This design comes from an exercise in tuning for small area, a short achievable clock period and few clock cycles per item on the open sky130 flow, not from production work. Function was checked by simulation only, so behaviour that the tests miss may differ from the original. No activity file was given, so power comes from the tool's default toggle rates.

<file path="flow/flow/run.sh">
#!/bin/bash
# the standard layout, with plain buffers (not delay cells) on the ports
bash standard.sh "BUFFER_PORTS_ARGS=-buffer_cell sky130_fd_sc_hd__buf_2" finish > standard.log 2>&1
</file>
<file path="flow/standard.sh">
#!/bin/bash
# synth_recipe.tcl (not shown) runs the flow's synth.tcl, then flattens the netlist and writes it again
# the make line also repeats each setting of config.mk as NAME=value (left out here)
make -C /OpenROAD-flow-scripts/flow DESIGN_CONFIG=/design/flow/config.mk WORK_HOME=/design/flow/orfs CLKGATE_MAP_FILE= SYNTH_SCRIPT=/design/flow/synth_recipe.tcl "${@:-finish}"
</file>
<file path="flow/config.mk">
export PLATFORM = sky130hd
export DESIGN_NAME = pel_scaler_top
export DESIGN_NICKNAME = pel_scaler_top
export VERILOG_FILES = /design/flow/design.v
export SDC_FILE = /design/flow/constraint.sdc
export NUM_CORES = 4
export LEC_CHECK = 0
export CAP_MARGIN = 20
export CORE_MARGIN = 2
export CORE_UTILIZATION = 40
export SETUP_SLACK_MARGIN = 4
export SLEW_MARGIN = 20
export SYNTH_HIERARCHICAL = 1
</file>
<file path="flow/constraint.sdc">
create_clock -name core_clock -period 8.0 [get_ports {clk}]
set_input_delay 1.6000 -clock core_clock [delete_from_list [all_inputs] [get_ports {clk}]]
set_output_delay 1.6000 -clock core_clock [all_outputs]
set_load 0.01 [all_outputs]
</file>
<file path="flow/design.v">
package pel_pkg;
    localparam int PEL_WIDTH = 16;
    localparam int ACC_WIDTH = 32;
    typedef logic [PEL_WIDTH-1:0] pel_t;
    typedef logic [ACC_WIDTH-1:0] acc_t;
endpackage
package coef_pkg;
    localparam int COEF_WIDTH = 16;
    localparam int FRAC_BITS = 11;
    typedef logic [COEF_WIDTH-1:0] coef_t;
    localparam coef_t COEF_ONE = coef_t'(1 << FRAC_BITS);
endpackage
module scaler (
    input  logic          clk,
    input  logic          rst_n,
    input  logic          in_write,
    input  pel_pkg::pel_t in_din,
    output logic          in_full,
    input  logic [15:0]   coef,
    input  logic          out_read,
    output pel_pkg::pel_t out_dout,
    output logic          out_empty
);
    logic          v1, v2;
    pel_pkg::pel_t pel_d, pel_q;
    logic [7:0]    one_q, two_q, neg_q;
    logic          b15_q;
    logic [15:0]   s_d, c_d;
    logic [15:1]   t_d, g_d, t_q, g_q;
    logic          y0_d, y0_q, ci_d, ci_q;
    logic          lowc_d;
    logic          go2, adv, acc;
    logic [16:0] cx;
    assign cx = {coef, 1'b0};
    always_ff @(posedge clk)
    begin
        for (int j = 0; j < 8; j++)
        begin
            one_q[j] <= cx[2*j+1] ^ cx[2*j];
            two_q[j] <= (cx[2*j+2] & ~cx[2*j+1] & ~cx[2*j])
                      | (~cx[2*j+2] & cx[2*j+1] & cx[2*j]);
            neg_q[j] <= cx[2*j+2];
        end
        b15_q <= coef[15];
    end
    assign go2     = ~v2 | out_read;
    assign adv     = v1 & go2;
    assign in_full = v1 & ~go2;
    assign acc     = in_write & ~in_full;
    lane_hold u_hold (
        .d   (in_din),
        .q   (pel_q),
        .v1  (v1),
        .v2  (v2),
        .rd  (out_read),
        .y   (pel_d)
    );
    mul_tree u_tree (
        .a    (pel_q),
        .one  (one_q),
        .two  (two_q),
        .neg  (neg_q),
        .b15  (b15_q),
        .s    (s_d),
        .c    (c_d),
        .lowc (lowc_d)
    );
    assign t_d  = s_d[15:1] | c_d[15:1];
    assign g_d  = s_d[15:1] & c_d[15:1];
    assign y0_d = s_d[0] ^ c_d[0] ^ lowc_d;
    assign ci_d = (s_d[0] & c_d[0]) | (lowc_d & (s_d[0] | c_d[0]));
    always_ff @(posedge clk)
    begin
        pel_q <= pel_d;
        if (go2)
        begin
            t_q  <= t_d;
            g_q  <= g_d;
            y0_q <= y0_d;
            ci_q <= ci_d;
        end
    end
    always_ff @(posedge clk or negedge rst_n)
    begin
        if (!rst_n)
        begin
            v1 <= 1'b0;
            v2 <= 1'b0;
        end
        else
        begin
            v1 <= acc | (v1 & ~adv);
            if (go2)
                v2 <= v1;
        end
    end
    mul_cpa u_cpa (
        .t  (t_q),
        .g  (g_q),
        .ci (ci_q),
        .y  (out_dout[15:1])
    );
    assign out_dout[0] = y0_q;
    assign out_empty   = ~v2;
endmodule
module lane_hold (
    input  logic [15:0] d,
    input  logic [15:0] q,
    input  logic        v1,
    input  logic        v2,
    input  logic        rd,
    output logic [15:0] y
);
    assign y = (v1 & v2 & ~rd) ? q : d;
endmodule
module mul_tree (
    input  logic [15:0] a,
    input  logic [7:0]  one,
    input  logic [7:0]  two,
    input  logic [7:0]  neg,
    input  logic        b15,
    output logic [15:0] s,
    output logic [15:0] c,
    output logic        lowc
);
    logic pp_0_0;
    logic pp_0_1;
    logic pp_0_2;
    logic pp_0_3;
    logic pp_0_4;
    logic pp_0_5;
    logic pp_0_6;
    logic pp_0_7;
    logic pp_0_8;
    logic pp_0_9;
    logic pp_0_10;
    logic pp_0_11;
    logic pp_0_12;
    logic pp_0_13;
    logic pp_0_14;
    logic pp_0_15;
    logic pp_0_16;
    logic ns_0;
    logic pp_1_0;
    logic pp_1_1;
    logic pp_1_2;
    logic pp_1_3;
    logic pp_1_4;
    logic pp_1_5;
    logic pp_1_6;
    logic pp_1_7;
    logic pp_1_8;
    logic pp_1_9;
    logic pp_1_10;
    logic pp_1_11;
    logic pp_1_12;
    logic pp_1_13;
    logic pp_1_14;
    logic pp_1_15;
    logic pp_1_16;
    logic ns_1;
    logic pp_2_0;
    logic pp_2_1;
    logic pp_2_2;
    logic pp_2_3;
    logic pp_2_4;
    logic pp_2_5;
    logic pp_2_6;
    logic pp_2_7;
    logic pp_2_8;
    logic pp_2_9;
    logic pp_2_10;
    logic pp_2_11;
    logic pp_2_12;
    logic pp_2_13;
    logic pp_2_14;
    logic pp_2_15;
    logic pp_2_16;
    logic ns_2;
    logic pp_3_0;
    logic pp_3_1;
    logic pp_3_2;
    logic pp_3_3;
    logic pp_3_4;
    logic pp_3_5;
    logic pp_3_6;
    logic pp_3_7;
    logic pp_3_8;
    logic pp_3_9;
    logic pp_3_10;
    logic pp_3_11;
    logic pp_3_12;
    logic pp_3_13;
    logic pp_3_14;
    logic pp_3_15;
    logic pp_3_16;
    logic ns_3;
    logic pp_4_0;
    logic pp_4_1;
    logic pp_4_2;
    logic pp_4_3;
    logic pp_4_4;
    logic pp_4_5;
    logic pp_4_6;
    logic pp_4_7;
    logic pp_4_8;
    logic pp_4_9;
    logic pp_4_10;
    logic pp_4_11;
    logic pp_4_12;
    logic pp_4_13;
    logic pp_4_14;
    logic pp_4_15;
    logic pp_4_16;
    logic ns_4;
    logic pp_5_0;
    logic pp_5_1;
    logic pp_5_2;
    logic pp_5_3;
    logic pp_5_4;
    logic pp_5_5;
    logic pp_5_6;
    logic pp_5_7;
    logic pp_5_8;
    logic pp_5_9;
    logic pp_5_10;
    logic pp_5_11;
    logic pp_5_12;
    logic pp_5_13;
    logic pp_5_14;
    logic pp_5_15;
    logic pp_5_16;
    logic pp_6_0;
    logic pp_6_1;
    logic pp_6_2;
    logic pp_6_3;
    logic pp_6_4;
    logic pp_6_5;
    logic pp_6_6;
    logic pp_6_7;
    logic pp_6_8;
    logic pp_6_9;
    logic pp_6_10;
    logic pp_6_11;
    logic pp_6_12;
    logic pp_6_13;
    logic pp_6_14;
    logic pp_7_0;
    logic pp_7_1;
    logic pp_7_2;
    logic pp_7_3;
    logic pp_7_4;
    logic pp_7_5;
    logic pp_7_6;
    logic pp_7_7;
    logic pp_7_8;
    logic pp_7_9;
    logic pp_7_10;
    logic pp_7_11;
    logic pp_7_12;
    logic pp_8_0;
    logic pp_8_1;
    logic pp_8_2;
    logic pp_8_3;
    logic pp_8_4;
    logic pp_8_5;
    logic pp_8_6;
    logic pp_8_7;
    logic pp_8_8;
    logic pp_8_9;
    logic pp_8_10;
    logic nc_17;
    logic nc_18;
    logic nc_20;
    logic nc_22;
    logic nc_24;
    logic nc_26;
    logic hs_0;
    logic hc_0;
    logic hs_1;
    logic hc_1;
    logic fs_0;
    logic fc_0;
    logic hs_2;
    logic hc_2;
    logic fs_1;
    logic fc_1;
    logic hs_3;
    logic hc_3;
    logic fs_2;
    logic fc_2;
    logic fs_3;
    logic fc_3;
    logic hs_4;
    logic hc_4;
    logic fs_4;
    logic fc_4;
    logic fs_5;
    logic fc_5;
    logic hs_5;
    logic hc_5;
    logic fs_6;
    logic fc_6;
    logic fs_7;
    logic fc_7;
    logic fs_8;
    logic fc_8;
    logic hs_6;
    logic hc_6;
    logic fs_9;
    logic fc_9;
    logic fs_10;
    logic fc_10;
    logic fs_11;
    logic fc_11;
    logic hs_7;
    logic hc_7;
    logic fs_12;
    logic fc_12;
    logic fs_13;
    logic fc_13;
    logic fs_14;
    logic fc_14;
    logic fs_15;
    logic fc_15;
    logic hs_8;
    logic fs_16;
    logic fc_16;
    logic fs_17;
    logic fc_17;
    logic fs_18;
    logic fc_18;
    logic fs_19;
    logic fc_19;
    logic fs_20;
    logic fc_20;
    logic fs_21;
    logic fc_21;
    logic fs_22;
    logic fc_22;
    logic fs_23;
    logic fc_23;
    logic fs_24;
    logic fc_24;
    logic hc_10;
    logic fs_25;
    logic fc_25;
    logic fs_26;
    logic fc_26;
    logic fs_27;
    logic fc_27;
    logic fs_28;
    logic fc_28;
    logic fc_29;
    logic fs_30;
    logic fc_30;
    logic fs_31;
    logic fc_31;
    logic fs_32;
    logic fc_32;
    logic fs_33;
    logic fc_33;
    logic fs_34;
    logic fc_34;
    logic fs_35;
    logic fc_35;
    logic fs_36;
    logic fc_36;
    logic fs_37;
    logic fc_37;
    logic fs_38;
    logic fc_38;
    logic fs_39;
    logic fc_39;
    logic fs_40;
    logic fc_40;
    logic fs_41;
    logic fc_41;
    logic fs_42;
    logic fc_42;
    logic fs_43;
    logic fc_43;
    logic fs_44;
    logic fc_44;
    logic fs_45;
    logic fc_45;
    logic fs_46;
    logic fc_46;
    logic fs_47;
    logic fc_47;
    logic fs_49;
    logic fc_49;
    logic fs_50;
    logic fc_50;
    logic fs_51;
    logic fc_51;
    logic fs_52;
    logic fc_52;
    logic fs_53;
    logic fc_53;
    logic fs_54;
    logic fc_54;
    logic fs_56;
    logic fc_56;
    logic fs_57;
    logic fc_57;
    logic fs_58;
    logic fc_58;
    logic fs_59;
    logic fc_59;
    logic fs_60;
    logic fc_60;
    logic fs_61;
    logic fc_61;
    logic fs_63;
    logic fc_63;
    logic fs_64;
    logic fc_64;
    logic fs_65;
    logic fc_65;
    logic fs_66;
    logic fc_66;
    logic fs_67;
    logic fc_67;
    logic fs_68;
    logic fc_68;
    logic fs_70;
    logic fc_70;
    logic fs_71;
    logic fc_71;
    logic fs_72;
    logic fc_72;
    logic fs_73;
    logic fc_73;
    logic fs_74;
    logic fc_74;
    logic fs_76;
    logic fc_76;
    logic fs_77;
    logic fc_77;
    logic fs_78;
    logic fc_78;
    logic fs_79;
    logic fc_79;
    logic fs_80;
    logic fc_80;
    logic fs_82;
    logic fc_82;
    logic fs_83;
    logic fc_83;
    logic fs_84;
    logic fc_84;
    logic fs_85;
    logic fc_85;
    logic fs_87;
    logic fc_87;
    logic fs_88;
    logic fc_88;
    logic fs_89;
    logic fc_89;
    logic fs_90;
    logic fc_90;
    logic fs_92;
    logic fc_92;
    logic fs_93;
    logic fc_93;
    logic fs_94;
    logic fc_94;
    logic fs_96;
    logic fc_96;
    logic fs_97;
    logic fc_97;
    logic fs_98;
    logic fc_98;
    logic fs_100;
    logic fc_100;
    logic fs_101;
    logic fc_101;
    logic fc_102;
    assign pp_0_0 = ((one[0] & a[0])) ^ neg[0];
    assign pp_0_1 = ((one[0] & a[1]) | (two[0] & a[0])) ^ neg[0];
    assign pp_0_2 = ((one[0] & a[2]) | (two[0] & a[1])) ^ neg[0];
    assign pp_0_3 = ((one[0] & a[3]) | (two[0] & a[2])) ^ neg[0];
    assign pp_0_4 = ((one[0] & a[4]) | (two[0] & a[3])) ^ neg[0];
    assign pp_0_5 = ((one[0] & a[5]) | (two[0] & a[4])) ^ neg[0];
    assign pp_0_6 = ((one[0] & a[6]) | (two[0] & a[5])) ^ neg[0];
    assign pp_0_7 = ((one[0] & a[7]) | (two[0] & a[6])) ^ neg[0];
    assign pp_0_8 = ((one[0] & a[8]) | (two[0] & a[7])) ^ neg[0];
    assign pp_0_9 = ((one[0] & a[9]) | (two[0] & a[8])) ^ neg[0];
    assign pp_0_10 = ((one[0] & a[10]) | (two[0] & a[9])) ^ neg[0];
    assign pp_0_11 = ((one[0] & a[11]) | (two[0] & a[10])) ^ neg[0];
    assign pp_0_12 = ((one[0] & a[12]) | (two[0] & a[11])) ^ neg[0];
    assign pp_0_13 = ((one[0] & a[13]) | (two[0] & a[12])) ^ neg[0];
    assign pp_0_14 = ((one[0] & a[14]) | (two[0] & a[13])) ^ neg[0];
    assign pp_0_15 = ((one[0] & a[15]) | (two[0] & a[14])) ^ neg[0];
    assign pp_0_16 = ((two[0] & a[15])) ^ neg[0];
    assign ns_0 = ~neg[0];
    assign pp_1_0 = ((one[1] & a[0])) ^ neg[1];
    assign pp_1_1 = ((one[1] & a[1]) | (two[1] & a[0])) ^ neg[1];
    assign pp_1_2 = ((one[1] & a[2]) | (two[1] & a[1])) ^ neg[1];
    assign pp_1_3 = ((one[1] & a[3]) | (two[1] & a[2])) ^ neg[1];
    assign pp_1_4 = ((one[1] & a[4]) | (two[1] & a[3])) ^ neg[1];
    assign pp_1_5 = ((one[1] & a[5]) | (two[1] & a[4])) ^ neg[1];
    assign pp_1_6 = ((one[1] & a[6]) | (two[1] & a[5])) ^ neg[1];
    assign pp_1_7 = ((one[1] & a[7]) | (two[1] & a[6])) ^ neg[1];
    assign pp_1_8 = ((one[1] & a[8]) | (two[1] & a[7])) ^ neg[1];
    assign pp_1_9 = ((one[1] & a[9]) | (two[1] & a[8])) ^ neg[1];
    assign pp_1_10 = ((one[1] & a[10]) | (two[1] & a[9])) ^ neg[1];
    assign pp_1_11 = ((one[1] & a[11]) | (two[1] & a[10])) ^ neg[1];
    assign pp_1_12 = ((one[1] & a[12]) | (two[1] & a[11])) ^ neg[1];
    assign pp_1_13 = ((one[1] & a[13]) | (two[1] & a[12])) ^ neg[1];
    assign pp_1_14 = ((one[1] & a[14]) | (two[1] & a[13])) ^ neg[1];
    assign pp_1_15 = ((one[1] & a[15]) | (two[1] & a[14])) ^ neg[1];
    assign pp_1_16 = ((two[1] & a[15])) ^ neg[1];
    assign ns_1 = ~neg[1];
    assign pp_2_0 = ((one[2] & a[0])) ^ neg[2];
    assign pp_2_1 = ((one[2] & a[1]) | (two[2] & a[0])) ^ neg[2];
    assign pp_2_2 = ((one[2] & a[2]) | (two[2] & a[1])) ^ neg[2];
    assign pp_2_3 = ((one[2] & a[3]) | (two[2] & a[2])) ^ neg[2];
    assign pp_2_4 = ((one[2] & a[4]) | (two[2] & a[3])) ^ neg[2];
    assign pp_2_5 = ((one[2] & a[5]) | (two[2] & a[4])) ^ neg[2];
    assign pp_2_6 = ((one[2] & a[6]) | (two[2] & a[5])) ^ neg[2];
    assign pp_2_7 = ((one[2] & a[7]) | (two[2] & a[6])) ^ neg[2];
    assign pp_2_8 = ((one[2] & a[8]) | (two[2] & a[7])) ^ neg[2];
    assign pp_2_9 = ((one[2] & a[9]) | (two[2] & a[8])) ^ neg[2];
    assign pp_2_10 = ((one[2] & a[10]) | (two[2] & a[9])) ^ neg[2];
    assign pp_2_11 = ((one[2] & a[11]) | (two[2] & a[10])) ^ neg[2];
    assign pp_2_12 = ((one[2] & a[12]) | (two[2] & a[11])) ^ neg[2];
    assign pp_2_13 = ((one[2] & a[13]) | (two[2] & a[12])) ^ neg[2];
    assign pp_2_14 = ((one[2] & a[14]) | (two[2] & a[13])) ^ neg[2];
    assign pp_2_15 = ((one[2] & a[15]) | (two[2] & a[14])) ^ neg[2];
    assign pp_2_16 = ((two[2] & a[15])) ^ neg[2];
    assign ns_2 = ~neg[2];
    assign pp_3_0 = ((one[3] & a[0])) ^ neg[3];
    assign pp_3_1 = ((one[3] & a[1]) | (two[3] & a[0])) ^ neg[3];
    assign pp_3_2 = ((one[3] & a[2]) | (two[3] & a[1])) ^ neg[3];
    assign pp_3_3 = ((one[3] & a[3]) | (two[3] & a[2])) ^ neg[3];
    assign pp_3_4 = ((one[3] & a[4]) | (two[3] & a[3])) ^ neg[3];
    assign pp_3_5 = ((one[3] & a[5]) | (two[3] & a[4])) ^ neg[3];
    assign pp_3_6 = ((one[3] & a[6]) | (two[3] & a[5])) ^ neg[3];
    assign pp_3_7 = ((one[3] & a[7]) | (two[3] & a[6])) ^ neg[3];
    assign pp_3_8 = ((one[3] & a[8]) | (two[3] & a[7])) ^ neg[3];
    assign pp_3_9 = ((one[3] & a[9]) | (two[3] & a[8])) ^ neg[3];
    assign pp_3_10 = ((one[3] & a[10]) | (two[3] & a[9])) ^ neg[3];
    assign pp_3_11 = ((one[3] & a[11]) | (two[3] & a[10])) ^ neg[3];
    assign pp_3_12 = ((one[3] & a[12]) | (two[3] & a[11])) ^ neg[3];
    assign pp_3_13 = ((one[3] & a[13]) | (two[3] & a[12])) ^ neg[3];
    assign pp_3_14 = ((one[3] & a[14]) | (two[3] & a[13])) ^ neg[3];
    assign pp_3_15 = ((one[3] & a[15]) | (two[3] & a[14])) ^ neg[3];
    assign pp_3_16 = ((two[3] & a[15])) ^ neg[3];
    assign ns_3 = ~neg[3];
    assign pp_4_0 = ((one[4] & a[0])) ^ neg[4];
    assign pp_4_1 = ((one[4] & a[1]) | (two[4] & a[0])) ^ neg[4];
    assign pp_4_2 = ((one[4] & a[2]) | (two[4] & a[1])) ^ neg[4];
    assign pp_4_3 = ((one[4] & a[3]) | (two[4] & a[2])) ^ neg[4];
    assign pp_4_4 = ((one[4] & a[4]) | (two[4] & a[3])) ^ neg[4];
    assign pp_4_5 = ((one[4] & a[5]) | (two[4] & a[4])) ^ neg[4];
    assign pp_4_6 = ((one[4] & a[6]) | (two[4] & a[5])) ^ neg[4];
    assign pp_4_7 = ((one[4] & a[7]) | (two[4] & a[6])) ^ neg[4];
    assign pp_4_8 = ((one[4] & a[8]) | (two[4] & a[7])) ^ neg[4];
    assign pp_4_9 = ((one[4] & a[9]) | (two[4] & a[8])) ^ neg[4];
    assign pp_4_10 = ((one[4] & a[10]) | (two[4] & a[9])) ^ neg[4];
    assign pp_4_11 = ((one[4] & a[11]) | (two[4] & a[10])) ^ neg[4];
    assign pp_4_12 = ((one[4] & a[12]) | (two[4] & a[11])) ^ neg[4];
    assign pp_4_13 = ((one[4] & a[13]) | (two[4] & a[12])) ^ neg[4];
    assign pp_4_14 = ((one[4] & a[14]) | (two[4] & a[13])) ^ neg[4];
    assign pp_4_15 = ((one[4] & a[15]) | (two[4] & a[14])) ^ neg[4];
    assign pp_4_16 = ((two[4] & a[15])) ^ neg[4];
    assign ns_4 = ~neg[4];
    assign pp_5_0 = ((one[5] & a[0])) ^ neg[5];
    assign pp_5_1 = ((one[5] & a[1]) | (two[5] & a[0])) ^ neg[5];
    assign pp_5_2 = ((one[5] & a[2]) | (two[5] & a[1])) ^ neg[5];
    assign pp_5_3 = ((one[5] & a[3]) | (two[5] & a[2])) ^ neg[5];
    assign pp_5_4 = ((one[5] & a[4]) | (two[5] & a[3])) ^ neg[5];
    assign pp_5_5 = ((one[5] & a[5]) | (two[5] & a[4])) ^ neg[5];
    assign pp_5_6 = ((one[5] & a[6]) | (two[5] & a[5])) ^ neg[5];
    assign pp_5_7 = ((one[5] & a[7]) | (two[5] & a[6])) ^ neg[5];
    assign pp_5_8 = ((one[5] & a[8]) | (two[5] & a[7])) ^ neg[5];
    assign pp_5_9 = ((one[5] & a[9]) | (two[5] & a[8])) ^ neg[5];
    assign pp_5_10 = ((one[5] & a[10]) | (two[5] & a[9])) ^ neg[5];
    assign pp_5_11 = ((one[5] & a[11]) | (two[5] & a[10])) ^ neg[5];
    assign pp_5_12 = ((one[5] & a[12]) | (two[5] & a[11])) ^ neg[5];
    assign pp_5_13 = ((one[5] & a[13]) | (two[5] & a[12])) ^ neg[5];
    assign pp_5_14 = ((one[5] & a[14]) | (two[5] & a[13])) ^ neg[5];
    assign pp_5_15 = ((one[5] & a[15]) | (two[5] & a[14])) ^ neg[5];
    assign pp_5_16 = ((two[5] & a[15])) ^ neg[5];
    assign pp_6_0 = ((one[6] & a[0])) ^ neg[6];
    assign pp_6_1 = ((one[6] & a[1]) | (two[6] & a[0])) ^ neg[6];
    assign pp_6_2 = ((one[6] & a[2]) | (two[6] & a[1])) ^ neg[6];
    assign pp_6_3 = ((one[6] & a[3]) | (two[6] & a[2])) ^ neg[6];
    assign pp_6_4 = ((one[6] & a[4]) | (two[6] & a[3])) ^ neg[6];
    assign pp_6_5 = ((one[6] & a[5]) | (two[6] & a[4])) ^ neg[6];
    assign pp_6_6 = ((one[6] & a[6]) | (two[6] & a[5])) ^ neg[6];
    assign pp_6_7 = ((one[6] & a[7]) | (two[6] & a[6])) ^ neg[6];
    assign pp_6_8 = ((one[6] & a[8]) | (two[6] & a[7])) ^ neg[6];
    assign pp_6_9 = ((one[6] & a[9]) | (two[6] & a[8])) ^ neg[6];
    assign pp_6_10 = ((one[6] & a[10]) | (two[6] & a[9])) ^ neg[6];
    assign pp_6_11 = ((one[6] & a[11]) | (two[6] & a[10])) ^ neg[6];
    assign pp_6_12 = ((one[6] & a[12]) | (two[6] & a[11])) ^ neg[6];
    assign pp_6_13 = ((one[6] & a[13]) | (two[6] & a[12])) ^ neg[6];
    assign pp_6_14 = ((one[6] & a[14]) | (two[6] & a[13])) ^ neg[6];
    assign pp_7_0 = ((one[7] & a[0])) ^ neg[7];
    assign pp_7_1 = ((one[7] & a[1]) | (two[7] & a[0])) ^ neg[7];
    assign pp_7_2 = ((one[7] & a[2]) | (two[7] & a[1])) ^ neg[7];
    assign pp_7_3 = ((one[7] & a[3]) | (two[7] & a[2])) ^ neg[7];
    assign pp_7_4 = ((one[7] & a[4]) | (two[7] & a[3])) ^ neg[7];
    assign pp_7_5 = ((one[7] & a[5]) | (two[7] & a[4])) ^ neg[7];
    assign pp_7_6 = ((one[7] & a[6]) | (two[7] & a[5])) ^ neg[7];
    assign pp_7_7 = ((one[7] & a[7]) | (two[7] & a[6])) ^ neg[7];
    assign pp_7_8 = ((one[7] & a[8]) | (two[7] & a[7])) ^ neg[7];
    assign pp_7_9 = ((one[7] & a[9]) | (two[7] & a[8])) ^ neg[7];
    assign pp_7_10 = ((one[7] & a[10]) | (two[7] & a[9])) ^ neg[7];
    assign pp_7_11 = ((one[7] & a[11]) | (two[7] & a[10])) ^ neg[7];
    assign pp_7_12 = ((one[7] & a[12]) | (two[7] & a[11])) ^ neg[7];
    assign pp_8_0 = b15 & a[0];
    assign pp_8_1 = b15 & a[1];
    assign pp_8_2 = b15 & a[2];
    assign pp_8_3 = b15 & a[3];
    assign pp_8_4 = b15 & a[4];
    assign pp_8_5 = b15 & a[5];
    assign pp_8_6 = b15 & a[6];
    assign pp_8_7 = b15 & a[7];
    assign pp_8_8 = b15 & a[8];
    assign pp_8_9 = b15 & a[9];
    assign pp_8_10 = b15 & a[10];
    assign nc_17 = ~ns_0;
    assign nc_18 = ~ns_0;
    assign nc_20 = ~pp_8_4;
    assign nc_22 = ~pp_8_6;
    assign nc_24 = ~pp_8_8;
    assign nc_26 = ~pp_8_10;
    mul_ha u_hs_0 (.a(neg[1]), .b(pp_0_2), .s(hs_0), .c(hc_0));
    mul_ha u_hs_1 (.a(pp_0_3), .b(pp_1_1), .s(hs_1), .c(hc_1));
    mul_fa u_fs_0 (.a(neg[2]), .b(pp_0_4), .ci(pp_1_2), .s(fs_0), .co(fc_0));
    mul_ha u_hs_2 (.a(pp_2_0), .b(hc_1), .s(hs_2), .c(hc_2));
    mul_fa u_fs_1 (.a(pp_0_5), .b(pp_1_3), .ci(pp_2_1), .s(fs_1), .co(fc_1));
    mul_ha u_hs_3 (.a(hc_2), .b(fc_0), .s(hs_3), .c(hc_3));
    mul_fa u_fs_2 (.a(neg[3]), .b(pp_0_6), .ci(pp_1_4), .s(fs_2), .co(fc_2));
    mul_fa u_fs_3 (.a(pp_2_2), .b(pp_3_0), .ci(fc_1), .s(fs_3), .co(fc_3));
    mul_ha u_hs_4 (.a(fs_2), .b(hc_3), .s(hs_4), .c(hc_4));
    mul_fa u_fs_4 (.a(pp_0_7), .b(pp_1_5), .ci(pp_2_3), .s(fs_4), .co(fc_4));
    mul_fa u_fs_5 (.a(pp_3_1), .b(fc_2), .ci(fs_4), .s(fs_5), .co(fc_5));
    mul_ha u_hs_5 (.a(fc_3), .b(hc_4), .s(hs_5), .c(hc_5));
    mul_fa u_fs_6 (.a(neg[4]), .b(pp_0_8), .ci(pp_1_6), .s(fs_6), .co(fc_6));
    mul_fa u_fs_7 (.a(pp_2_4), .b(pp_3_2), .ci(pp_4_0), .s(fs_7), .co(fc_7));
    mul_fa u_fs_8 (.a(fc_4), .b(fs_6), .ci(fs_7), .s(fs_8), .co(fc_8));
    mul_ha u_hs_6 (.a(fc_5), .b(hc_5), .s(hs_6), .c(hc_6));
    mul_fa u_fs_9 (.a(pp_0_9), .b(pp_1_7), .ci(pp_2_5), .s(fs_9), .co(fc_9));
    mul_fa u_fs_10 (.a(pp_3_3), .b(pp_4_1), .ci(fc_6), .s(fs_10), .co(fc_10));
    mul_fa u_fs_11 (.a(fc_7), .b(fs_9), .ci(fc_8), .s(fs_11), .co(fc_11));
    mul_ha u_hs_7 (.a(fs_10), .b(hc_6), .s(hs_7), .c(hc_7));
    mul_fa u_fs_12 (.a(neg[5]), .b(pp_0_10), .ci(pp_1_8), .s(fs_12), .co(fc_12));
    mul_fa u_fs_13 (.a(pp_2_6), .b(pp_3_4), .ci(pp_4_2), .s(fs_13), .co(fc_13));
    mul_fa u_fs_14 (.a(pp_5_0), .b(fc_9), .ci(fs_12), .s(fs_14), .co(fc_14));
    mul_fa u_fs_15 (.a(fs_13), .b(fc_10), .ci(fs_14), .s(fs_15), .co(fc_15));
    mul_ha u_hs_8 (.a(fc_11), .b(hc_7), .s(hs_8), .c(s[0]));
    mul_fa u_fs_16 (.a(pp_0_11), .b(pp_1_9), .ci(pp_2_7), .s(fs_16), .co(fc_16));
    mul_fa u_fs_17 (.a(pp_3_5), .b(pp_4_3), .ci(pp_5_1), .s(fs_17), .co(fc_17));
    mul_fa u_fs_18 (.a(fc_12), .b(fc_13), .ci(fs_16), .s(fs_18), .co(fc_18));
    mul_fa u_fs_19 (.a(fs_17), .b(fc_14), .ci(fs_18), .s(fs_19), .co(fc_19));
    mul_ha u_hs_9 (.a(fc_15), .b(fs_19), .s(c[0]), .c(s[1]));
    mul_fa u_fs_20 (.a(neg[6]), .b(pp_0_12), .ci(pp_1_10), .s(fs_20), .co(fc_20));
    mul_fa u_fs_21 (.a(pp_2_8), .b(pp_3_6), .ci(pp_4_4), .s(fs_21), .co(fc_21));
    mul_fa u_fs_22 (.a(pp_5_2), .b(pp_6_0), .ci(fc_16), .s(fs_22), .co(fc_22));
    mul_fa u_fs_23 (.a(fc_17), .b(fs_20), .ci(fs_21), .s(fs_23), .co(fc_23));
    mul_fa u_fs_24 (.a(fc_18), .b(fs_22), .ci(fs_23), .s(fs_24), .co(fc_24));
    mul_ha u_hs_10 (.a(fc_19), .b(fs_24), .s(c[1]), .c(hc_10));
    mul_fa u_fs_25 (.a(pp_0_13), .b(pp_1_11), .ci(pp_2_9), .s(fs_25), .co(fc_25));
    mul_fa u_fs_26 (.a(pp_3_7), .b(pp_4_5), .ci(pp_5_3), .s(fs_26), .co(fc_26));
    mul_fa u_fs_27 (.a(pp_6_1), .b(fc_20), .ci(fc_21), .s(fs_27), .co(fc_27));
    mul_fa u_fs_28 (.a(fs_25), .b(fs_26), .ci(fc_22), .s(fs_28), .co(fc_28));
    mul_fa u_fs_29 (.a(fc_23), .b(fs_27), .ci(fs_28), .s(s[2]), .co(fc_29));
    mul_ha u_hs_11 (.a(fc_24), .b(hc_10), .s(c[2]), .c(s[3]));
    mul_fa u_fs_30 (.a(neg[7]), .b(pp_0_14), .ci(pp_1_12), .s(fs_30), .co(fc_30));
    mul_fa u_fs_31 (.a(pp_2_10), .b(pp_3_8), .ci(pp_4_6), .s(fs_31), .co(fc_31));
    mul_fa u_fs_32 (.a(pp_5_4), .b(pp_6_2), .ci(pp_7_0), .s(fs_32), .co(fc_32));
    mul_fa u_fs_33 (.a(fc_25), .b(fc_26), .ci(fs_30), .s(fs_33), .co(fc_33));
    mul_fa u_fs_34 (.a(fs_31), .b(fs_32), .ci(fc_27), .s(fs_34), .co(fc_34));
    mul_fa u_fs_35 (.a(fs_33), .b(fc_28), .ci(fs_34), .s(fs_35), .co(fc_35));
    mul_ha u_hs_12 (.a(fc_29), .b(fs_35), .s(c[3]), .c(s[4]));
    mul_fa u_fs_36 (.a(pp_0_15), .b(pp_1_13), .ci(pp_2_11), .s(fs_36), .co(fc_36));
    mul_fa u_fs_37 (.a(pp_3_9), .b(pp_4_7), .ci(pp_5_5), .s(fs_37), .co(fc_37));
    mul_fa u_fs_38 (.a(pp_6_3), .b(pp_7_1), .ci(fc_30), .s(fs_38), .co(fc_38));
    mul_fa u_fs_39 (.a(fc_31), .b(fc_32), .ci(fs_36), .s(fs_39), .co(fc_39));
    mul_fa u_fs_40 (.a(fs_37), .b(fc_33), .ci(fs_38), .s(fs_40), .co(fc_40));
    mul_fa u_fs_41 (.a(fs_39), .b(fc_34), .ci(fs_40), .s(fs_41), .co(fc_41));
    mul_ha u_hs_13 (.a(fc_35), .b(fs_41), .s(c[4]), .c(s[5]));
    mul_fa u_fs_42 (.a(pp_8_0), .b(pp_0_16), .ci(pp_1_14), .s(fs_42), .co(fc_42));
    mul_fa u_fs_43 (.a(pp_2_12), .b(pp_3_10), .ci(pp_4_8), .s(fs_43), .co(fc_43));
    mul_fa u_fs_44 (.a(pp_5_6), .b(pp_6_4), .ci(pp_7_2), .s(fs_44), .co(fc_44));
    mul_fa u_fs_45 (.a(fc_36), .b(fc_37), .ci(fs_42), .s(fs_45), .co(fc_45));
    mul_fa u_fs_46 (.a(fs_43), .b(fs_44), .ci(fc_38), .s(fs_46), .co(fc_46));
    mul_fa u_fs_47 (.a(fc_39), .b(fs_45), .ci(fc_40), .s(fs_47), .co(fc_47));
    mul_fa u_fs_48 (.a(fs_46), .b(fc_41), .ci(fs_47), .s(c[5]), .co(s[6]));
    mul_fa u_fs_49 (.a(nc_17), .b(pp_8_1), .ci(pp_1_15), .s(fs_49), .co(fc_49));
    mul_fa u_fs_50 (.a(pp_2_13), .b(pp_3_11), .ci(pp_4_9), .s(fs_50), .co(fc_50));
    mul_fa u_fs_51 (.a(pp_5_7), .b(pp_6_5), .ci(pp_7_3), .s(fs_51), .co(fc_51));
    mul_fa u_fs_52 (.a(fc_42), .b(fc_43), .ci(fc_44), .s(fs_52), .co(fc_52));
    mul_fa u_fs_53 (.a(fs_49), .b(fs_50), .ci(fs_51), .s(fs_53), .co(fc_53));
    mul_fa u_fs_54 (.a(fc_45), .b(fs_52), .ci(fs_53), .s(fs_54), .co(fc_54));
    mul_fa u_fs_55 (.a(fc_46), .b(fs_54), .ci(fc_47), .s(c[6]), .co(c[7]));
    mul_fa u_fs_56 (.a(nc_18), .b(pp_8_2), .ci(pp_1_16), .s(fs_56), .co(fc_56));
    mul_fa u_fs_57 (.a(pp_2_14), .b(pp_3_12), .ci(pp_4_10), .s(fs_57), .co(fc_57));
    mul_fa u_fs_58 (.a(pp_5_8), .b(pp_6_6), .ci(pp_7_4), .s(fs_58), .co(fc_58));
    mul_fa u_fs_59 (.a(fc_49), .b(fc_50), .ci(fc_51), .s(fs_59), .co(fc_59));
    mul_fa u_fs_60 (.a(fs_56), .b(fs_57), .ci(fs_58), .s(fs_60), .co(fc_60));
    mul_fa u_fs_61 (.a(fc_52), .b(fc_53), .ci(fs_59), .s(fs_61), .co(fc_61));
    mul_fa u_fs_62 (.a(fs_60), .b(fc_54), .ci(fs_61), .s(s[7]), .co(s[8]));
    mul_fa u_fs_63 (.a(ns_1), .b(ns_0), .ci(pp_8_3), .s(fs_63), .co(fc_63));
    mul_fa u_fs_64 (.a(pp_2_15), .b(pp_3_13), .ci(pp_4_11), .s(fs_64), .co(fc_64));
    mul_fa u_fs_65 (.a(pp_5_9), .b(pp_6_7), .ci(pp_7_5), .s(fs_65), .co(fc_65));
    mul_fa u_fs_66 (.a(fs_63), .b(fc_56), .ci(fc_57), .s(fs_66), .co(fc_66));
    mul_fa u_fs_67 (.a(fc_58), .b(fs_64), .ci(fs_65), .s(fs_67), .co(fc_67));
    mul_fa u_fs_68 (.a(fc_59), .b(fc_60), .ci(fs_66), .s(fs_68), .co(fc_68));
    mul_fa u_fs_69 (.a(fs_67), .b(fc_61), .ci(fs_68), .s(c[8]), .co(s[9]));
    mul_fa u_fs_70 (.a(nc_20), .b(pp_2_16), .ci(pp_3_14), .s(fs_70), .co(fc_70));
    mul_fa u_fs_71 (.a(pp_4_12), .b(pp_5_10), .ci(pp_6_8), .s(fs_71), .co(fc_71));
    mul_fa u_fs_72 (.a(pp_7_6), .b(fc_63), .ci(fc_64), .s(fs_72), .co(fc_72));
    mul_fa u_fs_73 (.a(fc_65), .b(fs_70), .ci(fs_71), .s(fs_73), .co(fc_73));
    mul_fa u_fs_74 (.a(fc_66), .b(fc_67), .ci(fs_72), .s(fs_74), .co(fc_74));
    mul_fa u_fs_75 (.a(fs_73), .b(fc_68), .ci(fs_74), .s(c[9]), .co(s[10]));
    mul_fa u_fs_76 (.a(ns_2), .b(pp_8_5), .ci(pp_8_4), .s(fs_76), .co(fc_76));
    mul_fa u_fs_77 (.a(pp_3_15), .b(pp_4_13), .ci(pp_5_11), .s(fs_77), .co(fc_77));
    mul_fa u_fs_78 (.a(pp_6_9), .b(pp_7_7), .ci(fs_76), .s(fs_78), .co(fc_78));
    mul_fa u_fs_79 (.a(fc_70), .b(fc_71), .ci(fs_77), .s(fs_79), .co(fc_79));
    mul_fa u_fs_80 (.a(fs_78), .b(fc_72), .ci(fc_73), .s(fs_80), .co(fc_80));
    mul_fa u_fs_81 (.a(fs_79), .b(fc_74), .ci(fs_80), .s(c[10]), .co(s[11]));
    mul_fa u_fs_82 (.a(nc_22), .b(pp_3_16), .ci(pp_4_14), .s(fs_82), .co(fc_82));
    mul_fa u_fs_83 (.a(pp_5_12), .b(pp_6_10), .ci(pp_7_8), .s(fs_83), .co(fc_83));
    mul_fa u_fs_84 (.a(fc_76), .b(fc_77), .ci(fs_82), .s(fs_84), .co(fc_84));
    mul_fa u_fs_85 (.a(fs_83), .b(fc_78), .ci(fc_79), .s(fs_85), .co(fc_85));
    mul_fa u_fs_86 (.a(fs_84), .b(fc_80), .ci(fs_85), .s(c[11]), .co(s[12]));
    mul_fa u_fs_87 (.a(ns_3), .b(pp_8_7), .ci(pp_8_6), .s(fs_87), .co(fc_87));
    mul_fa u_fs_88 (.a(pp_4_15), .b(pp_5_13), .ci(pp_6_11), .s(fs_88), .co(fc_88));
    mul_fa u_fs_89 (.a(pp_7_9), .b(fs_87), .ci(fc_82), .s(fs_89), .co(fc_89));
    mul_fa u_fs_90 (.a(fc_83), .b(fs_88), .ci(fc_84), .s(fs_90), .co(fc_90));
    mul_fa u_fs_91 (.a(fs_89), .b(fc_85), .ci(fs_90), .s(c[12]), .co(s[13]));
    mul_fa u_fs_92 (.a(nc_24), .b(pp_4_16), .ci(pp_5_14), .s(fs_92), .co(fc_92));
    mul_fa u_fs_93 (.a(pp_6_12), .b(pp_7_10), .ci(fc_87), .s(fs_93), .co(fc_93));
    mul_fa u_fs_94 (.a(fc_88), .b(fs_92), .ci(fs_93), .s(fs_94), .co(fc_94));
    mul_fa u_fs_95 (.a(fc_89), .b(fs_94), .ci(fc_90), .s(c[13]), .co(c[14]));
    mul_fa u_fs_96 (.a(ns_4), .b(pp_8_9), .ci(pp_8_8), .s(fs_96), .co(fc_96));
    mul_fa u_fs_97 (.a(pp_5_15), .b(pp_6_13), .ci(pp_7_11), .s(fs_97), .co(fc_97));
    mul_fa u_fs_98 (.a(fs_96), .b(fc_92), .ci(fs_97), .s(fs_98), .co(fc_98));
    mul_fa u_fs_99 (.a(fc_93), .b(fs_98), .ci(fc_94), .s(s[14]), .co(c[15]));
    mul_fa u_fs_100 (.a(nc_26), .b(pp_5_16), .ci(pp_6_14), .s(fs_100), .co(fc_100));
    mul_fa u_fs_101 (.a(pp_7_12), .b(fc_96), .ci(fc_97), .s(fs_101), .co(fc_101));
    mul_fa u_fs_102 (.a(fs_100), .b(fc_98), .ci(fs_101), .s(s[15]), .co(fc_102));
    logic lg_0, lt_0;
    assign lg_0 = neg[0] & pp_0_0;
    assign lt_0 = neg[0] | pp_0_0;
    logic lg_2, lt_2;
    assign lg_2 = pp_1_0 & hs_0;
    assign lt_2 = pp_1_0 | hs_0;
    logic lg_3, lt_3;
    assign lg_3 = hc_0 & hs_1;
    assign lt_3 = hc_0 | hs_1;
    logic lg_4, lt_4;
    assign lg_4 = fs_0 & hs_2;
    assign lt_4 = fs_0 | hs_2;
    logic lg_5, lt_5;
    assign lg_5 = fs_1 & hs_3;
    assign lt_5 = fs_1 | hs_3;
    logic lg_6, lt_6;
    assign lg_6 = fs_3 & hs_4;
    assign lt_6 = fs_3 | hs_4;
    logic lg_7, lt_7;
    assign lg_7 = fs_5 & hs_5;
    assign lt_7 = fs_5 | hs_5;
    logic lg_8, lt_8;
    assign lg_8 = fs_8 & hs_6;
    assign lt_8 = fs_8 | hs_6;
    logic lg_9, lt_9;
    assign lg_9 = fs_11 & hs_7;
    assign lt_9 = fs_11 | hs_7;
    logic lg_10, lt_10;
    assign lg_10 = fs_15 & hs_8;
    assign lt_10 = fs_15 | hs_8;
    logic lcg0, lct0;
    assign lcg0 = 1'b0 | (pp_0_1 & lg_0);
    assign lct0 = pp_0_1 & lt_0;
    logic lcg1, lct1;
    assign lcg1 = lg_4 | (lt_4 & lg_3);
    assign lct1 = lt_4 & lt_3;
    logic lcg2, lct2;
    assign lcg2 = lcg1 | (lct1 & lg_2);
    assign lct2 = lct1 & lt_2;
    logic lcg3, lct3;
    assign lcg3 = lcg2 | (lct2 & lcg0);
    assign lct3 = lct2 & lct0;
    logic lcg4, lct4;
    assign lcg4 = lg_7 | (lt_7 & lg_6);
    assign lct4 = lt_7 & lt_6;
    logic lcg5, lct5;
    assign lcg5 = lcg4 | (lct4 & lg_5);
    assign lct5 = lct4 & lt_5;
    logic lcg6, lct6;
    assign lcg6 = lg_10 | (lt_10 & lg_9);
    assign lct6 = lt_10 & lt_9;
    logic lcg7, lct7;
    assign lcg7 = lcg6 | (lct6 & lg_8);
    assign lct7 = lct6 & lt_8;
    logic lcg8, lct8;
    assign lcg8 = lcg7 | (lct7 & lcg5);
    assign lct8 = lct7 & lct5;
    logic lcg9, lct9;
    assign lcg9 = lcg8 | (lct8 & lcg3);
    assign lct9 = lct8 & lct3;
    logic lc_g;
    assign lc_g = lcg9;
    assign lowc = lc_g;
endmodule
module mul_fa (
    input  logic a,
    input  logic b,
    input  logic ci,
    output logic s,
    output logic co
);
    assign s  = a ^ b ^ ci;
    assign co = (a & b) | (ci & (a ^ b));
endmodule
module mul_ha (
    input  logic a,
    input  logic b,
    output logic s,
    output logic c
);
    assign s = a ^ b;
    assign c = a & b;
endmodule
module mul_cpa (
    input  logic [14:0] t,
    input  logic [14:0] g,
    input  logic        ci,
    output logic [14:0] y
);
    logic g0_1;
    assign g0_1 = g[0] | (t[0] & ci);
    logic g0_3;
    assign g0_3 = g[2] | (t[2] & g[1]);
    logic t0_3;
    assign t0_3 = t[2] & t[1];
    logic g0_5;
    assign g0_5 = g[4] | (t[4] & g[3]);
    logic t0_5;
    assign t0_5 = t[4] & t[3];
    logic g0_7;
    assign g0_7 = g[6] | (t[6] & g[5]);
    logic t0_7;
    assign t0_7 = t[6] & t[5];
    logic g0_9;
    assign g0_9 = g[8] | (t[8] & g[7]);
    logic t0_9;
    assign t0_9 = t[8] & t[7];
    logic g0_11;
    assign g0_11 = g[10] | (t[10] & g[9]);
    logic t0_11;
    assign t0_11 = t[10] & t[9];
    logic g0_13;
    assign g0_13 = g[12] | (t[12] & g[11]);
    logic t0_13;
    assign t0_13 = t[12] & t[11];
    logic g0_15;
    assign g0_15 = g[14] | (t[14] & g[13]);
    logic t0_15;
    assign t0_15 = t[14] & t[13];
    logic g1_2;
    assign g1_2 = g[1] | (t[1] & g0_1);
    logic g1_3;
    assign g1_3 = g0_3 | (t0_3 & g0_1);
    logic g1_6;
    assign g1_6 = g[5] | (t[5] & g0_5);
    logic t1_6;
    assign t1_6 = t[5] & t0_5;
    logic g1_7;
    assign g1_7 = g0_7 | (t0_7 & g0_5);
    logic t1_7;
    assign t1_7 = t0_7 & t0_5;
    logic g1_10;
    assign g1_10 = g[9] | (t[9] & g0_9);
    logic t1_10;
    assign t1_10 = t[9] & t0_9;
    logic g1_11;
    assign g1_11 = g0_11 | (t0_11 & g0_9);
    logic t1_11;
    assign t1_11 = t0_11 & t0_9;
    logic g1_14;
    assign g1_14 = g[13] | (t[13] & g0_13);
    logic t1_14;
    assign t1_14 = t[13] & t0_13;
    logic g1_15;
    assign g1_15 = g0_15 | (t0_15 & g0_13);
    logic t1_15;
    assign t1_15 = t0_15 & t0_13;
    logic g2_4;
    assign g2_4 = g[3] | (t[3] & g1_3);
    logic g2_5;
    assign g2_5 = g0_5 | (t0_5 & g1_3);
    logic g2_6;
    assign g2_6 = g1_6 | (t1_6 & g1_3);
    logic g2_7;
    assign g2_7 = g1_7 | (t1_7 & g1_3);
    logic g2_12;
    assign g2_12 = g[11] | (t[11] & g1_11);
    logic t2_12;
    assign t2_12 = t[11] & t1_11;
    logic g2_13;
    assign g2_13 = g0_13 | (t0_13 & g1_11);
    logic t2_13;
    assign t2_13 = t0_13 & t1_11;
    logic g2_14;
    assign g2_14 = g1_14 | (t1_14 & g1_11);
    logic t2_14;
    assign t2_14 = t1_14 & t1_11;
    logic g2_15;
    assign g2_15 = g1_15 | (t1_15 & g1_11);
    logic t2_15;
    assign t2_15 = t1_15 & t1_11;
    logic g3_8;
    assign g3_8 = g[7] | (t[7] & g2_7);
    logic g3_9;
    assign g3_9 = g0_9 | (t0_9 & g2_7);
    logic g3_10;
    assign g3_10 = g1_10 | (t1_10 & g2_7);
    logic g3_11;
    assign g3_11 = g1_11 | (t1_11 & g2_7);
    logic g3_12;
    assign g3_12 = g2_12 | (t2_12 & g2_7);
    logic g3_13;
    assign g3_13 = g2_13 | (t2_13 & g2_7);
    logic g3_14;
    assign g3_14 = g2_14 | (t2_14 & g2_7);
    logic g3_15;
    assign g3_15 = g2_15 | (t2_15 & g2_7);
    assign y[0] = (t[0] & ~g[0]) ^ ci;
    assign y[1] = (t[1] & ~g[1]) ^ g0_1;
    assign y[2] = (t[2] & ~g[2]) ^ g1_2;
    assign y[3] = (t[3] & ~g[3]) ^ g1_3;
    assign y[4] = (t[4] & ~g[4]) ^ g2_4;
    assign y[5] = (t[5] & ~g[5]) ^ g2_5;
    assign y[6] = (t[6] & ~g[6]) ^ g2_6;
    assign y[7] = (t[7] & ~g[7]) ^ g2_7;
    assign y[8] = (t[8] & ~g[8]) ^ g3_8;
    assign y[9] = (t[9] & ~g[9]) ^ g3_9;
    assign y[10] = (t[10] & ~g[10]) ^ g3_10;
    assign y[11] = (t[11] & ~g[11]) ^ g3_11;
    assign y[12] = (t[12] & ~g[12]) ^ g3_12;
    assign y[13] = (t[13] & ~g[13]) ^ g3_13;
    assign y[14] = (t[14] & ~g[14]) ^ g3_14;
endmodule
module pel_scaler_top #(
    parameter int FLUX  = 2,
    parameter int DEPTH = 4
) (
    input  logic                              clk,
    input  logic                              rst_n,
    input  logic            [FLUX-1:0]        in_write,
    input  pel_pkg::pel_t   [FLUX-1:0]        in_din,
    output logic            [FLUX-1:0]        in_full,
    input  coef_pkg::coef_t [FLUX-1:0]        coef,
    input  logic            [FLUX-1:0]        out_read,
    output pel_pkg::pel_t   [FLUX-1:0]        out_dout,
    output logic            [FLUX-1:0]        out_empty
);
    genvar f;
    generate
        for (f = 0; f < FLUX; f++)
        begin : g_lane
            scaler u_lane (
                .clk       (clk),
                .rst_n     (rst_n),
                .in_write  (in_write[f]),
                .in_din    (in_din[f]),
                .in_full   (in_full[f]),
                .coef      (coef[f]),
                .out_read  (out_read[f]),
                .out_dout  (out_dout[f]),
                .out_empty (out_empty[f])
            );
        end
    endgenerate
endmodule
</file>
==> metrics.yaml, run 1 <==
crit_path_frequent_cell: "fa_1"
track_usage_pct: 18.8
cts_max_level: 4
synth_seq_cells: 148
finalInstanceArea_um2: 17100
worstPathCellList: "a22oi_1 -> xnor2_1 -> fa_1 -> fa_1 -> fa_1 -> fa_1 -> fa_1 -> or2_1"
initial_core_util_pct: 40.8
drive_above_1_share_pct: 18.1
start_kind: "flip-flop"
layout_commonest_cell: "xnor2_1"
power_density_nw_per_um2: 384
numCtsBuffers: 17
rsz0062_at_grt: "true"
yosysTopAreaCellShare_pct: 26.2
avgViaCountPerCell: 5.51
synth.area.top_cells: "fa_1 (26%), xnor2_1 (16%), edfxtp_1 (12%), a22oi_1 (11%), dfxtp_1 (10%)"
layout_common_cells: "xnor2_1 (282), a22oi_1 (230), fa_1 (208)"
min_to: "g_lane[0].u_lane.pel_q[9]$_DFF_P_"
clk_latency_ps: 440
worst_path_max_delay_cell: "dfxtp_1"
fin_util_pct: 44.0
antenna_found_initial: 0
end_kind: "flip-flop"
io_buffers: 105
cts.sinks: 148
nets: 1757
place_ws_ps: 3700
slew_headroom_pct: 32.0
slowest_delay_ps: 780
drt_iter0_drc: 736
vias: 10900
layout_setup_ws_ps: 4160
synth-edff-count: 64
cts_max_path_buffers: 2
synth_cell_types: 52
cts_hold_buf: 0
gp_congestion: 0.851
setup-tns-final_ps: 0
crit_type: "flip-flop to flip-flop"
synth_top_area_cell: "fa_1"
worst_ep_required_time_ps: 8200
worstReg2RegStart: "g_lane[1].u_lane.two_q[4]$_DFF_P_"
synth_async_sr_flop_share_pct: 2.70
rows: 72
tightest_slew_ps: 1020
dp.cells: 1950
ant_nets: 0
dpl_cell_area_um2: 16500
min_period_ps: 3840
syn-num-nets: 1752
synth_area_per_cell_um2: 11.0
ys_seq_area_share_pct: 22.8
cts_tree: "done"
hp-class: "flip-flop to flip-flop"
wl_mm: 37.6
finalCritPeriodShare_pct: 48.1
hold_viol: 0
status: "no timing/DRC/antenna violations"
path_max_fanout: 16
synthCells: 1446
areaGrowthSynthToFinish_pct: 7.98
max_cap_viol_count: 0
core_um2: 38900
root_buffer: "clkbuf_16"
yosysWarnings: 7
rrSetupSlack_ps: 4160
grt_first_pass_wirelength_mm: 61.0
die_area_um2: 41300
reg2reg_depth: 8
setup-violations-final: 0
wl_per_cell_um: 19.0
drc_errors: 0
reg2reg_to: "g_lane[1].u_lane.t_q[5]$_DFFE_PP_"
skew_ps: 15.3
grt_remaining_overflow: 0
yosys_most_used_dff: "dfxtp_1"
cp_data_arrival_time_ps: 4040
post_cts.repair.setup_buffers: 0
clock.fmax_ghz: 0.260
drv_slew: 0
first_pass_iters: 5
holdPathStages: 1
path_clk_slew_ps: 60
grt_max_degree: 34
synth_area_um2: 15900
dpl.hpwl_mm: 28.4
p_leak_uw: 0.00627
n_antenna_cell: 0
fp.dieH_um: 203
first_global_vias: 11000
top_level_ports: 106
ir_worst_vdd_v: 0.000219
die_x_um: 203
hp-start: "g_lane[0].u_lane.pel_q[9]$_DFF_P_"
fillerInstances: 3750
final_cells: 1981
==> modules after synthesis (local to each module, per instance), excerpt <==
module,cells inside,times used,flip-flops and latches
mul_tree,374,2,0
mul_fa,1,206,0
mul_ha,1,28,0
scaler,140,2,74
mul_cpa,74,2,0
lane_hold,18,2,0
==> worst max-delay path, delay by kind of cell, from the launching register on <==
kind                     cells  cell delay, ps
XOR/XNOR                     1             190
adder cells (fa/ha/maj)      5            2230
AND/OR/NAND/NOR              1             230
flip-flops                   1             780
AO/OA/AOI/OAI                1             170
==> repair_timing <==
action	in CTS	in global routing
cloned	0	0
resized for setup	34	37
setup endpoints to repair	13	9
==> registers in the layout, summed over array words and instances (netlist names), 16 cells and up <==
| register | cells |
|---|---|
| g_lane.u_lane.two_q | 16 |
| g_lane.u_lane.t_q | 30 |
| g_lane.u_lane.pel_q | 32 |
| g_lane.u_lane.one_q | 16 |
| g_lane.u_lane.g_q | 30 |
| g_lane.u_lane.neg_q | 16 |
==> layer usage <==
layer  vias up  GRT usage (%)  routed length, µm
met5         -              0                  0
met4         0           4.87                613
met3        45           3.85               2360
met2       388           33.0              19300
met1      5499           23.4              15300
li1       4974              -                  -
==> synthesized netlist by cell type (14+ instances only) <==
| master | n |
|---|---|
| buf_2 | 116 |
| a22oi_1 | 230 |
| or2_1 | 32 |
| buf_4 | 14 |
| nand2_1 | 46 |
| nor2_1 | 18 |
| xnor2_1 | 282 |
| nand2b_1 | 30 |
| edfxtp_1 | 64 |
| dfxtp_1 | 80 |
| nor2b_1 | 20 |
| o21ai_1 | 16 |
| nand3b_1 | 14 |
| a21oi_1 | 26 |
| inv_1 | 24 |
| xor2_1 | 14 |
| and2_1 | 44 |
| ha_1 | 28 |
| fa_1 | 208 |
| mux2_4 | 20 |
==> power by group <==
part | internal (µW) | switching, µW
Sequential | 1280 | 281
Combinational | 2140 | 2120
Clock | 423 | 329
Total | 3840 | 2730
==> worst max path at each step <==
stage                                      start                                 to  slack, ps
3_5_place_dp   g_lane[1].u_lane.neg_q[0]$_DFF_P_    g_lane[1].u_lane.y0_q$_DFFE_PP_       3700
6_report       g_lane[1].u_lane.two_q[4]$_DFF_P_  g_lane[1].u_lane.t_q[5]$_DFFE_PP_       4160
4_1_cts        g_lane[1].u_lane.two_q[0]$_DFF_P_    g_lane[1].u_lane.y0_q$_DFFE_PP_       3970
5_1_grt        g_lane[1].u_lane.two_q[3]$_DFF_P_    g_lane[1].u_lane.y0_q$_DFFE_PP_       3960
3_3_place_gp   g_lane[1].u_lane.neg_q[0]$_DFF_P_    g_lane[1].u_lane.y0_q$_DFFE_PP_       3780
2_1_floorplan  g_lane[0].u_lane.neg_q[0]$_DFF_P_    g_lane[0].u_lane.y0_q$_DFFE_PP_       4150
==> logic make-up after synthesis <==
kind of cell,synth area share (%)
AO/OA/AOI/OAI,15.8
XOR/XNOR,16.3
adder cells (fa/ha/maj),28.4
AND/OR/NAND/NOR,8.39
buffers and inverters,5.46
flip-flops,22.8
multiplexers,2.74
==> area by class of cell <==
class                      instances  area [µm²]  share of cell area [%]
sequential                       148        3750                    21.9
clock inverter                    10        71.3                   0.416
multi-input combinational       1128       11400                    66.4
clock buffer                      21         472                    2.75
inverter                          24        90.1                   0.526
timing repair buffer             132         728                    4.25
tap                              518         648                    3.78
==> per-stage QoR <==
step | hold WS, ps | total power [µW]
6_report | 493 | 6570
5_1_grt | 522 | 7350
3_5_place_dp | 475 | 5900
3_3_place_gp | 474 | 5790
4_1_cts | 495 | 6690
2_1_floorplan | 452 | 4790
Testbench counts, summed over its fixed seeds: cycles 8,016, items 16,000.
==> run 2: changes to the inputs <==
--- a/flow/config.mk
+++ b/flow/config.mk
@@ -9,5 +9,5 @@
 export CORE_MARGIN = 2
 export CORE_UTILIZATION = 40
-export SETUP_SLACK_MARGIN = 4
+export SETUP_SLACK_MARGIN = 4.3
 export SLEW_MARGIN = 20
 export SYNTH_HIERARCHICAL = 1
==> metrics.yaml, run 2 <==
min_period_ps: 3830
finalCritPeriodShare_pct: 47.9
holdWs_ps: 507
clk_latency_ps: 460
layout_commonest_cell: "xnor2_1"
syn-num-nets: 1752
grt_first_pass_wirelength_mm: 62.4
setup-tns-final_ps: 0
die_area_um2: 41300
initial_core_util_pct: 40.8
io_buffers: 105
max_cap_viol_count: 0
dpl.hpwl_mm: 28.1
track_usage_pct: 19.3
yosysTopAreaCellShare_pct: 26.2
start_kind: "flip-flop"
layout_common_cells: "xnor2_1 (275), a22oi_1 (209), fa_1 (194)"
synth_cell_types: 52
synth_area_per_cell_um2: 11.0
worst_ep_required_time_ps: 6400
gp_congestion: 0.846
path_max_fanout: 3
synth.area.top_cells: "fa_1 (26%), xnor2_1 (16%), edfxtp_1 (12%), a22oi_1 (11%), dfxtp_1 (10%)"
critical_path.top_delay_family: "compound AO/OA/AOI/OAI gates"
rsz0062_at_grt: "true"
p_leak_uw: 0.00678
drv_slew: 0
ir_worst_vdd_v: 0.000192
first_global_vias: 11500
drt_iter0_drc: 867
synth_top_area_cell: "fa_1"
yosys_most_used_dff: "dfxtp_1"
yosysMostFrequentCell: "xnor2_1"
wl_mm: 39.8
n_antenna_cell: 0
slowest_delay_ps: 440
first_pass_iters: 6
p_total_uw: 7010
crit_path_frequent_cell: "a21oi_4"
clock.fmax_ghz: 0.261
grt_max_degree: 34
vias: 11400
nets: 1844
ant_nets: 0
synth_seq_cells: 148
synthCells: 1446
top_level_ports: 106
crit_buf_inv: 4
hold_viol: 0
setup-violations-final: 0
synth_area_um2: 15900
cts_tree: "done"
yosysWarnings: 7
top_regs: "g_lane.u_lane.pel_q (32), g_lane.u_lane.g_q (30), g_lane.u_lane.t_q (30)"
hp-class: "flip-flop to flip-flop"
wl_per_cell_um: 19.3
slew_headroom_pct: 56.0
die_x_um: 203
synth-edff-count: 64
root_buffer: "clkbuf_16"
ys_seq_area_share_pct: 22.8
avgViaCountPerCell: 5.52
largest_register_ffs: 32
crit_type: "flip-flop to output port"
drc_errors: 0
fp.dieH_um: 203
cts_max_path_buffers: 2
cp_data_arrival_time_ps: 2230
core_um2: 38900
worstPathCellList: "a21oi_4 -> o21ai_4 -> buf_4 -> buf_6 -> a21oi_4 -> inv_2 -> a21oi_4 -> xnor2_2 -> buf_2"
rows: 72
numCtsBuffers: 17
synth_commonest_cells: "xnor2_1 (282), a22oi_1 (230), fa_1 (208)"
cts.sinks: 148
power_density_nw_per_um2: 384
skew_ps: 17.0
cts_max_level: 4
worst_path_max_delay_cell: "edfxtp_1"
fin_util_pct: 46.9
synth_async_sr_flop_share_pct: 2.70
areaGrowthSynthToFinish_pct: 15.1
path_clk_slew_ps: 70
drive_above_1_share_pct: 27.5
top_register: "g_lane.u_lane.pel_q"
tightest_slew_ps: 659
grt_remaining_overflow: 0
status: "no timing/DRC/antenna violations"
antenna_found_initial: 0
end_kind: "output port"
## run 2: logic make-up after synthesis
logic type / share of synthesized area, %
flops: 22.8
mux: 2.74
buf+inv: 5.46
xor+xnor: 16.3
compound gates: 15.8
fa+ha+maj: 28.4
simple gates: 8.39
## run 2: repair_timing
action                                  in CTS  in global routing
gates resized for setup                    103                 85
endpoints found under the setup margin      47                 28
pin swaps                                   26                 46
hold buffers                                 0                  0
setup buffers                               34                 57
## run 2: routing by layer
metal	share of wire, %	up-vias	global-route usage [%]
met5	0	-	0
met4	2.7	0	7.04
met3	5.6	74	3.80
met2	52	404	33.9
met1	40	5787	23.4
li1	-	5155	-
## run 2: area by class of cell
cell class                      instances  area, µm²
Clock buffer                           19        443
Clock inverter                         13        123
Multi-Input combinational cell       1128      11700
Timing Repair Buffer                  219       1460
Sequential cell                       148       3790
Tap cell                              518        648
Fill cell                            3615      20600
Inverter                               24       90.1
## run 2: per-module statistics from Yosys (local to each module, per instance), a selection
module     cells  area (µm²)
mul_tree     374        2670
mul_fa         1        20.0
mul_cpa       74         524
mul_ha         1        12.5
lane_hold     18         249
scaler       140        2260
## run 2: final timing paths
path                                                   start                           endpoint  slack (ps)  depth (start not counted)
hold reg to reg            g_lane[1].u_lane.pel_q[5]$_DFF_P_  g_lane[1].u_lane.pel_q[5]$_DFF_P_         510                          1
hold / removal             g_lane[1].u_lane.pel_q[5]$_DFF_P_  g_lane[1].u_lane.pel_q[5]$_DFF_P_         510                          1
setup reg to reg           g_lane[1].u_lane.one_q[0]$_DFF_P_    g_lane[1].u_lane.y0_q$_DFFE_PP_        4230                         13
max in group asynchronous                              rst_n    g_lane[1].u_lane.v2$_DFFE_PN0P_        6940                          1
setup / recovery             g_lane[1].u_lane.ci_q$_DFFE_PP_                       out_dout[22]        4170                          9
min in group asynchronous                              rst_n    g_lane[0].u_lane.v2$_DFFE_PN0P_         930                          1
## run 2: where the power goes
| part | leakage [µW] | internal (µW) | switching, µW |
|---|---|---|---|
| combinational | 0.00514 | 2380 | 2280 |
| clock | 0.000275 | 440 | 356 |
| sequential | 0.00137 | 1280 | 274 |
| total | 0.00678 | 4090 | 2910 |
## run 2: worst reg2reg max path: cells and delay by family (launching register included)
family          cells  cell delay, ps
compound gates      4             710
xor+xnor            1             110
fa+ha+maj           6            2050
buf+inv             1             180
flops               1             380
simple gates        1             100
## run 2: through the flow
stage	instance area, µm²	setup WS [ps]	std cells
2_1_floorplan	15900	4310	1446
3_3_place_gp	16500	3810	1946
3_5_place_dp	16500	3710	1946
4_1_cts	17500	4140	2012
5_1_grt	18300	4040	2069
6_report	18300	4170	2069
==> run 3: changes to the inputs <==
--- a/flow/config.mk
+++ b/flow/config.mk
@@ -9,5 +9,8 @@
 export CORE_MARGIN = 2
 export CORE_UTILIZATION = 40
-export SETUP_SLACK_MARGIN = 4.3
+export CTS_BUF_LIST = sky130_fd_sc_hd__clkbuf_4 sky130_fd_sc_hd__clkbuf_8
+export CTS_CLUSTER_DIAMETER = 100
+export CTS_CLUSTER_SIZE = 30
+export SETUP_SLACK_MARGIN = 4
 export SLEW_MARGIN = 20
 export SYNTH_HIERARCHICAL = 1
==> metrics.yaml, run 3 <==
status: "no timing/DRC/antenna violations"
synth_top_family_by_area: "adder cells"
skew_ps: 22.4
synthAdderAreaFrac_pct: 28.4
die_area_um2: 41300
tightest_slew_ps: 1000
power_density_nw_per_um2: 376
layout_commonest_cell: "xnor2_1"
track_usage_pct: 18.7
hp-class: "flip-flop to flip-flop"
vias: 10900
register_area_um2: 3740
synth_area_per_cell_um2: 11.0
top_level_ports: 106
rrSetupSlack_ps: 4150
synth_cell_types: 52
p_leak_uw: 0.00620
largest_register_ffs: 32
ir_worst_vdd_v: 0.000158
gp_congestion: 0.851
grt_first_pass_wirelength_mm: 60.7
synth_async_sr_flop_share_pct: 2.70
cts_max_level: 4
numCtsBuffers: 17
io_buffers: 105
path_clk_slew_ps: 90
layout_setup_ws_ps: 4130
synth-simple-area-share_pct: 8.39
synth_area_um2: 15900
setup-violations-final: 0
path_max_fanout: 4
start_kind: "flip-flop"
root_buffer: "clkbuf_8"
synth_commonest_cells: "xnor2_1 (282), a22oi_1 (230), fa_1 (208)"
worst_ep_required_time_ps: 6400
yosys_most_used_dff: "dfxtp_1"
place_ws_ps: 3700
finalCritPeriodShare_pct: 48.4
initial_core_util_pct: 40.8
slew_headroom_pct: 33.2
synth_compound_area_share_pct: 15.8
core_um2: 38900
setup-tns-final_ps: 0
die_x_um: 203
drv_slew: 0
fp.dieH_um: 203
yosysMostFrequentCell: "xnor2_1"
critical_path.top_delay_family: "compound AO/OA/AOI/OAI gates"
grt_max_degree: 34
n_antenna_cell: 0
drt_iter0_drc: 696
nets: 1759
slowest_delay_ps: 460
drc_errors: 0
synth-xor-area-share_pct: 16.3
synth-edff-count: 64
syn-num-nets: 1752
end_kind: "output port"
rsz0062_at_grt: "true"
areaGrowthSynthToFinish_pct: 6.95
hold_viol: 0
top_register: "g_lane.u_lane.pel_q"
first_global_vias: 11000
clk_latency_ps: 490
layout_common_cells: "xnor2_1 (282), a22oi_1 (230), fa_1 (208)"
clock.fmax_ghz: 0.258
cts_hold_buf: 0
synth_top_area_cell: "fa_1"
cts_tree: "done"
muxShareOfSynthArea_pct: 2.74
max_cap_viol_count: 0
## run 3: changes by cell type in the layout (fill, tap and decap cells not counted), sizes merged
cell and delta:
inv +1, buf -84, clkinv -3
## run 3: final timing paths
check / end / depth (start not counted) / startpoint
setup / recovery: out_dout[29] / 7 / g_lane[1].u_lane.ci_q$_DFFE_PP_
hold / removal: g_lane[0].u_lane.pel_q[9]$_DFF_P_ / 1 / g_lane[0].u_lane.pel_q[9]$_DFF_P_
setup reg to reg: g_lane[0].u_lane.t_q[5]$_DFFE_PP_ / 8 / g_lane[0].u_lane.two_q[4]$_DFF_P_
hold reg to reg: g_lane[0].u_lane.pel_q[9]$_DFF_P_ / 1 / g_lane[0].u_lane.pel_q[9]$_DFF_P_
max in group asynchronous: g_lane[0].u_lane.v1$_DFF_PN0_ / 1 / rst_n
min in group asynchronous: g_lane[1].u_lane.v1$_DFF_PN0_ / 1 / rst_n
## run 3: metrics by stage
step	total power (µW)	area (µm²)	cells	hold slack, ps
2_1_floorplan	4790	15900	1446	452
3_3_place_gp	5790	16500	1950	474
3_5_place_dp	5900	16500	1950	475
4_1_cts	6490	16900	1981	501
5_1_grt	7170	17000	1983	528
6_report	6390	17000	1983	496
## run 3: worst register-to-register path, stage by stage (launching register included)
cell     delay [ps]
dfxtp_1         740
a22oi_1         170
xnor2_1         200
fa_1            470
fa_1            430
fa_1            480
fa_1            400
fa_1            470
or2_1           230
## run 3: cell type report
cell class,count,share of cell area (%)
Inverter,24,0.531
Tap cell,518,3.82
Sequential cell,148,22.0
Timing Repair Buffer,134,4.38
Clock buffer,20,1.55
Multi-Input combinational cell,1128,67.1
Clock inverter,11,0.597
## run 3: cell families (layout without fill, tap and decap cells)
group,count (synthesis),after routing
adders and majority gates,236,236
xor gates and xnor gates,296,296
AOI/OAI and AO/OA,334,334
muxes,32,32
and+or+nand+nor,230,230
DFF,148,148
buffers and inverters,170,189
## run 3: timing repair
| item | 4_1_cts | 5_1_grt |
|---|---|---|
| pin swaps | 0 | 2 |
| resized for setup | 35 | 35 |
| setup endpoints to repair | 16 | 14 |
| buffers inserted | 0 | 2 |
## run 3: report_power, final
group	switching (µW)	total, µW	internal, µW
sequential	282	1560	1270
combinational	2120	4270	2150
clock	302	562	261
total	2700	6390	3680
## run 3: Yosys stat by module (local to each module, per instance), a selection
module | copies in the design | cells | flops+latches
mul_ha | 28 | 1 | 0
scaler | 2 | 140 | 74
lane_hold | 2 | 18 | 0
mul_fa | 206 | 1 | 0
mul_tree | 2 | 374 | 0
mul_cpa | 2 | 74 | 0
## run 3: metal layers
layer	track usage [%]	up-vias	wire length, µm
li1	-	4978	-
met1	23.3	5483	15200
met2	32.4	365	19200
met3	3.76	50	2340
met4	5.81	0	815
met5	0	-	0

==> static timing again, ports no longer ideal <==
Ports are ideal in the flow. The routed layouts listed here were re-timed in OpenROAD. Step 1: set_driving_cell puts a clkbuf_16 on clk and a buf_2 on each other input, an assumption about the parent block. Step 2 times the ports against the registers' clock, not the clock port: input delays grow and output delays shrink by t, the midpoint of the rising clock arrivals with the driver on. a / b / c = ideal ports / drivers / drivers and shift; a / b = the first two.
run	t, ns	setup slack, ns
run 1	0.490	4.155 / 4.132 / 4.155
run 2	0.502	4.169 / 4.120 / 4.230
run 3	0.522	4.129 / 4.082 / 4.152
After both steps every run listed still meets setup and hold.
